From an optimization exercise on the open Yosys and OpenROAD flow, aimed at a short achievable clock period and few clock cycles per item; shortcuts taken in it are not production practice.
The RTL was checked by simulation tests, not by an equivalence proof against the original design.

Design pipeline_cpu, start of the top module:
module pipeline_cpu #(
    parameter bit USE_BTB  = 1'b0,
    parameter int BTB_BITS = 4,
    parameter int BHT_BITS = 6,
    parameter bit F_JUMP   = 1'b1,
    parameter bit F_BR     = 1'b1,
    parameter int F_BR_BITS = 8
) (
    input  wire                 clock,
    input  wire                 arst_n,
    output cpu_pkg::word_t      address_imem,
    input  cpu_pkg::word_t      q_imem,
    output cpu_pkg::word_t      address_dmem,
    output cpu_pkg::word_t      data,
    output logic                wren,
    input  cpu_pkg::word_t      q_dmem,
    output logic                ctrl_write_enable,
    output cpu_pkg::reg_addr_t  ctrl_write_reg,
    output cpu_pkg::reg_addr_t  ctrl_read_reg_a,
    output cpu_pkg::reg_addr_t  ctrl_read_reg_b,
    output cpu_pkg::word_t      data_write_reg,
    input  cpu_pkg::word_t      data_read_reg_a,
    input  cpu_pkg::word_t      data_read_reg_b
);
    localparam logic [4:0] OP_ALU = 5'd0, OP_J = 5'd1, OP_BNE = 5'd2, OP_JAL = 5'd3,
                           OP_JR = 5'd4, OP_ADDI = 5'd5, OP_BLT = 5'd6, OP_SW = 5'd7,
                           OP_LW = 5'd8;
    localparam int NBTB = 1 << BTB_BITS;
    localparam int NBHT = 1 << BHT_BITS;
    localparam logic [1:0] K_JUMP = 2'd0, K_BR = 2'd1, K_RET = 2'd2;
    logic [31:0] pc;
    logic [31:0] pc_d;          
    logic [31:0] ras;           
    logic [NBTB-1:0]                      btb_v;
    logic [NBTB-1:0][31-BTB_BITS:0]       btb_tag;
    logic [NBTB-1:0][1:0]                 btb_kind;
    logic [NBTB-1:0][31:0]                btb_tgt;
    logic [NBHT-1:0][1:0]                 bht;
    logic        fd_valid;
    logic [31:0] fd_ir;
    logic [31:0] fd_pc;
    logic [31:0] fd_pc1;
    logic        fd_fpred;      
    logic        fd_bht;        
    logic        fd_near;       
    logic [31:0] fd_ras;
    logic [4:0]  fd_rb;
    logic        fd_use_a, fd_use_b, fd_sw;
    logic [31:0] dx_a, dx_b, dx_sd;
    logic        dx_a_m, dx_a_r;
    logic        dx_b_m, dx_b_r;
    logic        dx_s_m, dx_s_r;
    logic        dx_add, dx_sub, dx_and, dx_or, dx_sll, dx_sra;
  ...
export LEC_CHECK = 0
export CAP_MARGIN = 20
export CORE_MARGIN = 2
export CORE_UTILIZATION = 40
export PLACE_DENSITY = 0.6
export SETUP_SLACK_MARGIN = 5
export SLEW_MARGIN = 20
export SYNTH_HIERARCHICAL = 1
export SYNTH_MINIMUM_KEEP_SIZE = 0
create_clock -name core_clock -period 8.5 [get_ports {clock}]
run.sh (not shown) runs the stock make flow with config.mk's settings and CLKGATE_MAP_FILE= SYNTH_SCRIPT=/design/flow/synth_recipe.tcl, a recipe that flattens the netlist after the stock synthesis.
The first run finished with timing, DRC and antenna clean.
Testbench counts at the start, summed over its fixed seeds: cycles 10,423, instrs 9,364.
==> next run, changes <==
==> flow/flow/run.sh (new file) <==
#!/bin/bash
# The standard layout (standard.sh, unchanged synthesis and steps),
# with plain buffers on the ports instead of the delay cells buffer_ports
# picks by default, and the setup repair aimed a little further.
# Each tool's full output stays in orfs/logs; make's own output goes to
# standard.log here.
set -euo pipefail
bash standard.sh \
    'BUFFER_PORTS_ARGS=-buffer_cell sky130_fd_sc_hd__buf_4' \
    SETUP_SLACK_MARGIN=5.5 \
    finish > standard.log 2>&1
==> flow/standard.sh (new file) <==
#!/bin/bash
# synth_recipe.tcl (not shown) runs the flow's synth.tcl, then flattens the netlist and writes it again
# the make line also repeats each setting of config.mk as NAME=value (left out here)
make -C /OpenROAD-flow-scripts/flow DESIGN_CONFIG=/design/flow/config.mk WORK_HOME=/design/flow/orfs CLKGATE_MAP_FILE= SYNTH_SCRIPT=/design/flow/synth_recipe.tcl "${@:-finish}"
Settings changed: SETUP_SLACK_MARGIN 5 to unset.
removed: flow/run.sh
Result: Global-route usage climbs by 0.23 points; setup slack improved by 230 ps; final cell count climbs by about 3%; core utilization climbs by 2.0 points.

## static timing again, ports no longer ideal
The flow's constraints put no driver on any port. The routed layouts listed below were extracted and timed again, unchanged, in two steps.
Step 1 sets driving cells, clkbuf_16 on the clock port and buf_2 on the other inputs (assumed; they add their load-dependent delay and slew).
Step 2 also shifts input and output timing later by t, the mid clock arrival at the registers, as if the neighbouring blocks saw the same clock.
Three values: ideal, step 1, step 2; two values: the first two.
run | t, ns | slack for setup (ns) | worst hold slack (ns)
the first run | 0.748 | 4.991 / 4.948 / 4.388 | 0.325 / 0.325 / 0.325
the second run | 0.741 | 5.219 / 5.245 / 4.504 | 0.319 / 0.319 / 0.319
After both steps every run listed still meets setup and hold. For the second run, which loses most, drivers alone change the setup slack by +0.026 ns; drivers and shift together by -0.715 ns.
